From an optimization exercise on the open Yosys and OpenROAD flow, aimed at small area, a short achievable clock period and few clock cycles; shortcuts taken in it are not production practice. Function was not checked in any run shown here: the RTL went through the layout flow alone. Power figures rest on the tool's default switching activity, not on a simulated workload.

`flow/config.mk`:
```
export PLATFORM = sky130hd
export DESIGN_NAME = round_filtered_step_chaser_core
export DESIGN_NICKNAME = round_filtered_step_chaser_core
export VERILOG_FILES = /design/flow/design.v
export SDC_FILE = /design/flow/constraint.sdc
export NUM_CORES = 4
export LEC_CHECK = 0
export ABC_CLOCK_PERIOD_IN_PS = 2400
export CAP_MARGIN = 20
export CORE_MARGIN = 2
export CORE_UTILIZATION = 40
export SETUP_SLACK_MARGIN = 2.6
export SLEW_MARGIN = 20
```
`flow/constraint.sdc`:
```
create_clock -name core_clock -period 5.0 [get_ports {clk}]
set_input_delay 1.0000 -clock core_clock [delete_from_list [all_inputs] [get_ports {clk}]]
set_output_delay 1.0000 -clock core_clock [all_outputs]
set_load 0.01 [all_outputs]
```
`flow/design.v`:
```
package rfsc_pkg;
	localparam logic [1:0] OP_TICK  = 2'd0;
	localparam logic [1:0] OP_PLAY  = 2'd1;
	localparam logic [1:0] OP_STOP  = 2'd2;
	localparam logic [1:0] OP_WRITE = 2'd3;
	localparam logic [1:0] EV_ACT        = 2'd0;
	localparam logic [1:0] EV_DEACT      = 2'd1;
	localparam logic [1:0] EV_NONE_FOUND = 2'd2;
endpackage
module round_filtered_step_chaser_core (
	input  logic        clk,
	input  logic        arst_n,
	input  logic        cfg_we,
	input  logic [4:0]  cfg_wdata,
	input  logic        s_tvalid,
	output logic        s_tready,
	input  logic [1:0]  s_tuser,
	input  logic [71:0] s_tdata,
	output logic        m_tvalid,
	input  logic        m_tready,
	output logic [1:0]  m_tuser,
	output logic [23:0] m_tdata,
	output logic        m_tlast
);
	localparam logic [14:0] RN_TOP = 15'h7fff;
	logic [15:0] t_dur [16];
	logic [14:0] t_lo  [16];
	logic [14:0] t_hi  [16];
	logic [1:0]  t_fl  [16];
	logic [3:0]  last_q;       
	logic        playing_q;
	logic        srch_q;       
	logic        tick_q;       
	logic [7:0]  cnt_q;        
	logic [16:0] el_q;
	logic [15:0] dcur_q;       
	logic        dfl_q;        
	logic [3:0]  cp_q;         
	logic [14:0] cr_q;
	logic        inc_q;        
	logic [14:0] clo_q;        
	logic [14:0] chi_q;
	logic        cact_q;
	logic        ov_q;         
	logic [1:0]  ok_q;
	logic [3:0]  os_q;
	logic [14:0] or_q;
	logic        ol_q;
	logic        pv_q;         
	logic [3:0]  ps_q;         
	logic        accept;
	logic        op_tick, op_play, op_stop, op_write;
	assign s_tready = !srch_q && !pv_q && (!ov_q || m_tready);
	assign accept   = s_tvalid && s_tready;
	assign op_tick  = accept && (s_tuser == rfsc_pkg::OP_TICK);
	assign op_play  = accept && (s_tuser == rfsc_pkg::OP_PLAY);
	assign op_stop  = accept && (s_tuser == rfsc_pkg::OP_STOP);
	assign op_write = accept && (s_tuser == rfsc_pkg::OP_WRITE);
	logic [3:0]  w_idx;
	logic [15:0] w_min, w_ex, w_max;
	logic [14:0] lo_m, hi_m, lo_x, hi_x, w_lo, w_hi;
	logic        ex_on, never;
	assign w_idx = s_tdata[3:0];
	assign w_min = s_tdata[35:20];
	assign w_ex  = s_tdata[51:36];
	assign w_max = s_tdata[67:52];
	assign lo_m  = w_min[15] ? 15'd0 : w_min[14:0];
	assign hi_m  = w_max[15] ? RN_TOP : w_max[14:0];
	assign ex_on = !w_ex[15];
	assign never = (w_max[15] && (w_max != 16'hffff)) || (w_ex[15] && (w_ex != 16'hffff));
	assign lo_x  = (ex_on && (w_ex[14:0] > lo_m)) ? w_ex[14:0] : lo_m;
	assign hi_x  = (ex_on && (w_ex[14:0] < hi_m)) ? w_ex[14:0] : hi_m;
	assign w_lo  = never ? RN_TOP : lo_x;
	assign w_hi  = never ? 15'd0 : hi_x;
	always_ff @(posedge clk) begin
		if (op_write) begin
			t_dur[w_idx] <= s_tdata[19:4];
			t_lo[w_idx]  <= w_lo;
			t_hi[w_idx]  <= w_hi;
			t_fl[w_idx]  <= s_tdata[69:68];
		end
	end
	logic        hit;
	logic        wrap;
	logic [3:0]  np;
	logic [14:0] nr;
	logic [3:0]  cur;          
	logic [14:0] rn;           
	assign hit  = (cr_q >= clo_q) && (cr_q <= chi_q);
	assign wrap = cp_q >= last_q;
	assign np   = wrap ? 4'd0 : cp_q + 4'd1;
	assign nr   = (wrap && (cr_q != RN_TOP)) ? cr_q + 15'd1 : cr_q;
	assign cur  = (cp_q == 4'd0) ? last_q : cp_q - 4'd1;
	assign rn   = inc_q ? cr_q - 15'd1 : cr_q;
	logic [16:0] el_inc;
	logic        adv;
	logic        try_c;        
	logic        is_tick;
	logic        nf;           
	logic        to_first;     
	logic [16:0] el_base;
	assign el_inc   = (el_q == 17'h1ffff) ? el_q : el_q + 17'd1;
	assign adv      = el_q >= {1'b0, dcur_q};
	assign try_c    = srch_q || (op_tick && playing_q && adv) || (op_play && !playing_q);
	assign is_tick  = srch_q ? tick_q : op_tick;
	assign nf       = srch_q && !hit && (cnt_q == 8'd255);
	assign to_first = (op_stop && playing_q) || nf;
	assign el_base  = srch_q ? el_q : el_inc;
	logic deact_ev;
	logic [3:0] old;
	assign deact_ev = is_tick && dfl_q;
	assign old      = srch_q ? ps_q : cur;
	always_ff @(posedge clk or negedge arst_n) begin
		if (!arst_n) begin
			last_q    <= 4'd0;
			playing_q <= 1'b0;
			srch_q    <= 1'b0;
			cp_q      <= 4'd0;
			cr_q      <= 15'd1;
			ov_q      <= 1'b0;
			pv_q      <= 1'b0;
		end else begin
			if (cfg_we) begin
				if (cfg_wdata == 5'd0) last_q <= 4'd0;
				else if (cfg_wdata > 5'd16) last_q <= 4'd15;
				else last_q <= 4'(cfg_wdata - 5'd1);
			end
			if (ov_q && m_tready) begin
				ov_q <= pv_q;
				pv_q <= 1'b0;
			end
			if (op_play && !playing_q) playing_q <= 1'b1;
			if (op_stop && playing_q) begin
				playing_q <= 1'b0;
				if (dfl_q) ov_q <= 1'b1;
			end
			if (try_c) begin
				srch_q <= !hit && !nf;
				if (hit) begin
					if (cact_q || deact_ev) ov_q <= 1'b1;
					pv_q <= cact_q && deact_ev;
				end else if (nf) begin
					playing_q <= 1'b0;
					ov_q      <= 1'b1;
				end
			end
			if (to_first) begin
				cp_q <= 4'd0;
				cr_q <= 15'd1;
			end else if (try_c) begin
				cp_q <= np;
				cr_q <= nr;
			end
		end
	end
	always_ff @(posedge clk) begin
		if (op_tick && playing_q) el_q <= el_inc;
		if (op_play && !playing_q) el_q <= 17'd0;
		if (op_write && (w_idx == cur)) begin
			dcur_q <= s_tdata[19:4];
			dfl_q  <= s_tdata[69];
		end
		if (to_first) begin
			clo_q  <= t_lo[0];
			chi_q  <= t_hi[0];
			cact_q <= t_fl[0][0];
		end else if (try_c) begin
			clo_q  <= t_lo[np];
			chi_q  <= t_hi[np];
			cact_q <= t_fl[np][0];
			inc_q  <= wrap && (cr_q != RN_TOP);
		end else if (op_write && (w_idx == cp_q)) begin
			clo_q  <= w_lo;
			chi_q  <= w_hi;
			cact_q <= s_tdata[68];
		end
		if (ov_q && m_tready) begin
			ok_q <= rfsc_pkg::EV_DEACT;
			os_q <= ps_q;
			ol_q <= 1'b1;
		end
		if (op_stop && playing_q) begin
			ok_q <= rfsc_pkg::EV_DEACT;
			os_q <= cur;
			or_q <= rn;
			ol_q <= 1'b1;
		end
		if (try_c) begin
			if (!srch_q) begin
				tick_q <= op_tick;
				ps_q   <= cur;
				cnt_q  <= 8'd1;
			end else begin
				cnt_q  <= cnt_q + 8'd1;
			end
			ok_q <= (cact_q || nf) ? {nf, 1'b0} : rfsc_pkg::EV_DEACT;
			os_q <= (cact_q || nf) ? cp_q : old;
			or_q <= cr_q;
			ol_q <= !(cact_q && deact_ev) || nf;
			if (hit) begin
				dcur_q <= t_dur[cp_q];
				dfl_q  <= t_fl[cp_q][1];
				if (is_tick) el_q <= el_base - {1'b0, dcur_q};
			end
		end
	end
	assign m_tvalid = ov_q;
	assign m_tuser  = ok_q;
	assign m_tdata  = {5'd0, or_q, os_q};
	assign m_tlast  = ol_q;
endmodule
```
`flow/run.sh`:
```
#!/bin/bash
# synth_recipe.tcl (not shown) runs the flow's synth.tcl, then flattens the netlist and writes it again
# the make line also repeats each setting of config.mk as NAME=value (left out here)
make -C /OpenROAD-flow-scripts/flow DESIGN_CONFIG=/design/flow/config.mk WORK_HOME=/design/flow/orfs CLKGATE_MAP_FILE= SYNTH_SCRIPT=/design/flow/synth_recipe.tcl finish
```
==> notes.md, run 1 <==
- Period utilization: 71.1%
- Layout cells sized above 1: 39.2%
- Clk sinks: 896
- Htree depth: 3
- Floorplan Core Area: 98,100 um2
- Vias: 28.6k
- Buffers on Ports: 105
- Post-synthesis compound-gate area fraction: 8.65%
- Initial antenna violation count: 1
- Minimum clock period after layout: 3560 ps
- Netlist cell types: 89
- DR vias/cell: 6.04
- Required time worst endpoint: 5550 ps
- GRT overflow: 0
- Vias in the first global route: 28.2k
- Syn avg cell area: 14.7 um2
- Initial core utilization: 40.3%
- Relative slew slack: 51.1%
- Endpoints failing setup: 0
- Die area: 101,000 um2
- Nets: 3,550
- Die Ht: 318 um
- CTS buffer count: 93
- GP Congestion: 0.847
- Post-DRT Antenna Nets: 0
- Design area: 55,300 um2
- Outcome: finished clean
- Remaining DRCs: 0
- Largest family of logic cells by synthesized area: multiplexers
- Row count: 115
- Root Buffer: clkbuf_16
- Synth Area in Simple Gates: 8.17%
- Fillers: 7,353
- Placed inst area: 43,200 um2
- Multiplexer share of the synthesized area: 8.74%
- I/O pins: 113
- Largest buffer count on any clock path: 3
- Multi-input logic area: 15,100 um2
- Top FF cell, synth: edfxtp_1
- Final Slew Violations: 0
- Fmax achieved: 281 MHz
- Synth Area in Adders: 3.33%
- Final hold viol count: 0
- Register area share after synthesis: 66.9%
- Peak VDD IR: 312 uV
- WL per Instance: 28.8 um
- Yosys reg bits: 896
- RSZ-0062 raised after global routing: true
- HP Class: reg -> reg
- DR iter-0 viols: 3,273
- Total wire length: 136,000 um
- Setup Total Neg Slack: 0 ps
- Crit Path Max Fanout: 5
- Clk_skew: 45.4 ps
- Chip Width: 318 um
- Clock transition at path regs: 60 ps
- Slew at the pin with the worst max-slew slack: 733 ps
- Reg area: 26,500 um2
- First-pass GRT wire length: 189,000 um
- Syn-to-layout area delta: 39.9%
- DR pass1 iterations: 6
- Asr flop ratio synth: 3.01%
- Worst path arrival time: 4100 ps
- Synthesized area: 39,500 um2
- Post-Synthesis Cells: 2,688
- PD cells: 484 nW/um2
- CTS tree: built
- Largest net degree at the start of global routing: 73
- Total global-route track usage: 25.3%
- CP endpoint kind: flop
- Hpwl dp: 62,400 um
- Skew-Pair Late Insertion Delay: 690 ps
- Total power: 26,800 uW
- EDFF count, synth: 835
- Max_cap viols: 0
- Yosys warning total: 1
- Cts-stage hold buffer count: 0
- Xor and xnor fraction of the mapped netlist area: 1.86%
- Setup CP Type: reg -> reg
- Leak: 0.0196 uW
- Critical Path Source Type: flop
-- cell usage after synthesis, drive strengths merged, types with 60 or more instances --
master  count  area, um2
buf        60        287
clkbuf    100        377
edfxtp    835      25100
a21oi      79        399
nor2      109        412
mux4       99       2230
nand3      88        440
ha        102       1280
a211oi     66        495
o21ai     101        509
inv        74        278
nand2     213        800
-- cells by family (layout without fill, tap and decap cells) --
group / after synthesis / count (layout)
fa+ha+maj: 105 / 105
xor+xnor: 84 / 84
other cells: 1 / 6
compound gates: 499 / 502
simple gates: 654 / 658
flops: 896 / 896
buf+inv: 235 / 977
mux: 214 / 214
-- routing by layer --
layer  wire length, um  GRT usage (%)  vias up
li1                  -              -    12000
met1             53400           35.0    14600
met2             63400           39.7     1702
met3             14300           5.02      315
met4              4880           9.07        0
met5                 0              0        -
-- sequential cells by signal (all words and copies together) (netlist names), 2 cells and up --
| name | cells |
|---|---|
| t_hi | 240 |
| or_q | 15 |
| t_fl | 32 |
| last_q | 4 |
| t_dur | 256 |
| cp_q | 4 |
| el_q | 17 |
| cr_q | 15 |
| dcur_q | 16 |
| ok_q | 2 |
| chi_q | 15 |
| clo_q | 15 |
| t_lo | 240 |
| ps_q | 4 |
| os_q | 4 |
| cnt_q | 8 |
-- final cells by class --
class | instances | area share, %
sequential | 896 | 47.9
multi-input combinational | 1568 | 27.3
timing repair buffer | 729 | 15.9
clock buffer | 118 | 4.56
tap | 1287 | 2.91
clock inverter | 55 | 0.848
inverter | 75 | 0.534
antenna | 1 | 0.00452
-- repair_timing --
item | CTS | global route
setup buffers | 363 | 92
gates cloned | 62 | 14
gates resized for setup | 787 | 254
pin swaps | 148 | 123
setup endpoints to repair | 1453 | 960
-- power by group --
group	leakage, uW	internal [uW]	switching, uW
logic	0.0100	5080	5980
registers	0.00814	8620	239
clock network	0.00145	3940	2910
-- per-stage QoR --
step | utilization (%) | setup slack (ps) | instances | hold slack (ps)
2_1_floorplan | - | 1380 | 2692 | 501
3_3_place_gp | 44.0 | 357 | 4024 | 525
3_5_place_dp | 44.0 | 301 | 4024 | 530
5_1_grt | 56.4 | 1270 | 4729 | 566
4_1_cts | 54.4 | 1460 | 4622 | 543
6_report | 56.4 | 1440 | 4729 | 530
-- final timing paths --
check	endpoint	cells after the start	startpoint	slack [ps]
max reg2reg	el_q[14]	18	el_q[0]	1440
min in group asynchronous	last_q[0]	2	arst_n	730
min	dcur_q[5]	2	dcur_q[5]	530
max	el_q[14]	18	el_q[0]	1440
max in group asynchronous	cr_q[0]	2	arst_n	3950
min reg2reg	dcur_q[5]	2	dcur_q[5]	530
-- worst max-delay path, stage by stage, from the launching register on --
cell and delay [ps]:
dfxtp_2 340, ha_4 160, and3_4 180, and3_4 170, and2_4 160, nor2_4 190
and3_4 250, nand2_2 70, xnor2_2 190, ha_4 240, a21o_4 220, nor3_4 260
a211oi_4 110, o41ai_4 240, buf_4 210, nand2b_4 60, a21oi_4 120, xor2_1 180
o21ai_1 80
-- placed cells by master, fill, tap and decap left out, types with 50 or more instances in the layout --
cell / instances
a21oi_1: 56
buf_12: 89
buf_4: 272
buf_6: 174
clkbuf_16: 110
edfxtp_1: 835
ha_1: 66
inv_1: 65
mux2_2: 50
mux2i_1: 56
mux4_2: 99
nand2_1: 184
nand3_1: 70
nor2_1: 54
o21ai_0: 54
==> inputs of run 2 (changes only) <==
--- a/flow/config.mk
+++ b/flow/config.mk
@@ -6,8 +6,6 @@
 export NUM_CORES = 4
 export LEC_CHECK = 0
-export ABC_CLOCK_PERIOD_IN_PS = 2400
 export CAP_MARGIN = 20
 export CORE_MARGIN = 2
 export CORE_UTILIZATION = 40
-export SETUP_SLACK_MARGIN = 2.6
 export SLEW_MARGIN = 20
==> notes.md, run 2 <==
- Outcome: finished clean
- WL per Instance: 25.1 um (-13%)
- Clk sinks: 896 (unchanged)
- Floorplan Core Area: 98,100 um2 (unchanged)
- Cts-stage hold buffer count: 0 (unchanged)
- HP Class: reg -> reg
- Asr flop ratio synth: 3.01% (unchanged)
- Clk_skew: 31.3 ps (-14.1 ps)
- Minimum clock period after layout: 4630 ps (+1070 ps)
- Post-DRT Antenna Nets: 0 (unchanged)
- Chip Width: 318 um (unchanged)
- Peak VDD IR: 361 uV (+16%)
- GP Congestion: 0.853 (+0.73%)
- Netlist cell types: 89 (unchanged)
- Yosys reg bits: 896 (unchanged)
- CTS tree: built
- Largest net degree at the start of global routing: 70 (-4.1%)
- Biggest regs: t_dur: 256 flops, t_hi: 240 flops, t_lo: 240 flops
- Critical Path Source Type: flop
- Total wire length: 106,000 um (-22%)
- Biggest register: t_dur
- Synthesized area: 39,500 um2 (unchanged)
- Cell taking the most area after synthesis: edfxtp_1
- Crit path max-delay family: simple AND/OR/NAND/NOR gates
- CP bufs+invs: 0 (-1)
- Top cell type's share of synthesized area: 63.4% (unchanged)
- DR iter-0 viols: 2,499 (-24%)
- First-pass GRT wire length: 158,000 um (-17%)
- PnR worst setup slack: 374 ps (-1070 ps)
- Syn-to-layout area delta: 16.2%
- DR pass1 iterations: 5 (-1)
- Syn avg cell area: 14.7 um2 (unchanged)
- Nets: 3,026 (-15%)
- PD cells: 500 nW/um2 (+3.2%)
- Setup bufs post-CTS: 0 (-100%)
- Initial core utilization: 40.3% (unchanged)
- Top FF cell, synth: edfxtp_1
- Most common cell after layout, fill and taps aside: edfxtp_1
- CP cell instances: ha_1 > and3_1 > and3_1 > and2_1 > nor2_1 > and3_1 > nand2_1 > xnor2_1 > ha_1 > or2_2 > a31oi_1 > a211oi_1 > o41ai_1 > a211oi_1 > a21oi_1 > xnor2_1 > o21ai_0
- CTS buffer count: 92 (-1.1%)
- Slew at the pin with the worst max-slew slack: 1140 ps (+404 ps)
- Die Ht: 318 um (unchanged)
- Remaining DRCs: 0 (unchanged)
- EDFF count, synth: 835 (unchanged)
- Most frequent cells after synthesis: 835 x edfxtp_1, 213 x nand2_1, 108 x nor2_1
- Vias: 24.6k (-14%)
- Top cells by area, synth: edfxtp_1 63%, mux4_2 5.6%, ha_1 3.2%, nand2_1 2.0%, dfxtp_1 1.7%
- Critical-path top delay cell: o41ai_1
- Total global-route track usage: 20.7% (-4.6 points)
- Row count: 115 (unchanged)
- GRT overflow: 0 (unchanged)
- Hold_ws: 542 ps (+11.9 ps)
- RSZ-0062 raised after global routing: false
- Max_cap viols: 0 (unchanged)
- Design area: 45,900 um2 (-17%)
- Htree depth: 3 (unchanged)
- Fmax achieved: 216 MHz (-23%)
- Post-Synthesis Cells: 2,688 (unchanged)
- Pre-CTS worst setup slack: 450 ps (+150 ps)
- Worst path arrival time: 5160 ps (+1060 ps)
- Root Buffer: clkbuf_16
- Worst path most repeated cell: and3_1
- Most frequent cells in the layout: 835 x edfxtp_1, 212 x nand2_1, 105 x clkdlybuf4s50_1
- Largest stage delay on the critical path: 740 ps (+400 ps)
- DR vias/cell: 5.84 (-3.4%)
- Skew-Pair Late Insertion Delay: 670 ps (-20 ps)
- Register area share after synthesis: 66.9% (unchanged)
- Initial antenna violation count: 2 (+1)
- Fillers: 8,446 (+15%)
- Resize count post-CTS: 0 (-100%)
- Period utilization: 92.5% (+21 points)
- Endpoints failing setup: 0 (unchanged)
- Hpwl dp: 61,500 um (-1.5%)
- Leak: 0.0154 uW (-21%)
- Layout cells sized above 1: 15.9% (-23 points)
- Buffers on Ports: 105 (unchanged)
- Setup CP Type: reg -> reg
- Most numerous cell in the Yosys netlist: edfxtp_1
- Max FFs per register: 256 (unchanged)
- Die area: 101,000 um2 (unchanged)
- Final hold viol count: 0 (unchanged)
- I/O pins: 113 (unchanged)
- Final Slew Violations: 0 (unchanged)
- Required time worst endpoint: 5530 ps (-20 ps)
- Placed inst area: 42,900 um2 (-0.62%)
- Relative slew slack: 23.9% (-27 points)
- Vias in the first global route: 24.6k (-13%)
- Yosys warning total: 1 (unchanged)
- Clock transition at path regs: 60 ps (about the same)
- CP endpoint kind: flop
- Crit Path Max Fanout: 6 (+1)
- Largest buffer count on any clock path: 3 (unchanged)
## run 2: cell type report
class,instances,area [um2],share of cell area (%)
timing repair buffer,213,2110,4.60
tap,1287,1610,3.51
inverter,75,282,0.613
sequential,896,26400,57.6
multi-input combinational,1561,12500,27.2
clock buffer,117,2510,5.47
clock inverter,56,482,1.05
antenna,3,7.51,0.0163
## run 2: layer usage
| layer | part of all wire [%] | global-route usage [%] | up-vias |
|---|---|---|---|
| met4 | 2.0 | 5.68 | 0 |
| met1 | 43 | 28.6 | 12600 |
| met3 | 7.3 | 3.01 | 156 |
| met2 | 48 | 34.2 | 999 |
| met5 | 0 | 0 | - |
| li1 | - | - | 10800 |
## run 2: kinds of logic after synthesis
logic type | after synthesis | share of synthesized area (%)
adders and majority gates | 105 | 3.33
buffers and inverters | 235 | 2.39
AOI/OAI and AO/OA | 499 | 8.65
DFF | 896 | 66.9
muxes | 214 | 8.74
xor gates and xnor gates | 84 | 1.86
other | 1 | 0.00949
and+or+nand+nor | 654 | 8.17
## run 2: metrics by stage
step | setup TNS, ps | utilization, % | instances | total power, uW
final | 0 | 46.8 | 4208 | 23000
after detailed placement | 0 | 43.8 | 4032 | 16300
after global placement | 0 | 43.8 | 4032 | 16200
after CTS | 0 | 46.8 | 4205 | 23100
after global routing | 0 | 46.8 | 4206 | 24000
after floorplan | -252790 | - | 2692 | 13800
## run 2: worst min-delay path, stage by stage, from the launching register on
cell and delay (ps):
dfxtp_1 330, mux2i_1 60, o21ai_0 120
## run 2: worst paths after layout
check                            from         end  slack [ps]  depth (start not counted)
max                           el_q[0]    el_q[16]         370                         17
min                        dcur_q[15]  dcur_q[15]         540                          2
max reg2reg                   el_q[0]    el_q[16]         370                         17
min reg2reg                dcur_q[15]  dcur_q[15]         540                          2
max in group asynchronous      arst_n     cp_q[1]        3910                          2
min in group asynchronous      arst_n    cr_q[10]         760                          2
## run 2: where the power goes
| group | switching (uW) | leakage (uW) | internal (uW) |
|---|---|---|---|
| logic | 4410 | 0.00581 | 2910 |
| registers | 213 | 0.00814 | 8620 |
| clock network | 2860 | 0.00147 | 3930 |
| total | 7490 | 0.0154 | 15500 |

separate check: timing with driven ports:
Ports are ideal in the flow. The routed layouts listed here were re-timed in OpenROAD. Step 1 sets driving cells, clkbuf_16 on the clock port and buf_2 on the other inputs (assumed; they add their load-dependent delay and slew). Step 2 times the ports against the registers' clock, not the clock port: input delays grow and output delays shrink by t, the midpoint of the rising clock arrivals with the driver on. a / b / c = ideal / step 1 / step 2; a / b = the first two.
| run | t (ns) | setup slack, ns | worst hold slack (ns) | latest minus earliest clock arrival (ns) | cell pins on the clock port's net |
|---|---|---|---|---|---|
| run 1 | 0.730 | 1.443 / 1.443 / 1.160 | 0.530 / 0.530 / 0.530 | 0.045 / 0.045 | 1 |
| run 2 | 0.727 | 0.374 / 0.374 / 0.374 | 0.542 / 0.542 / 0.542 | 0.034 / 0.034 | 1 |
After both steps every run listed still meets setup and hold. For run 1, which loses most, drivers alone change the setup slack by 0.000 ns; drivers and shift together by -0.283 ns.
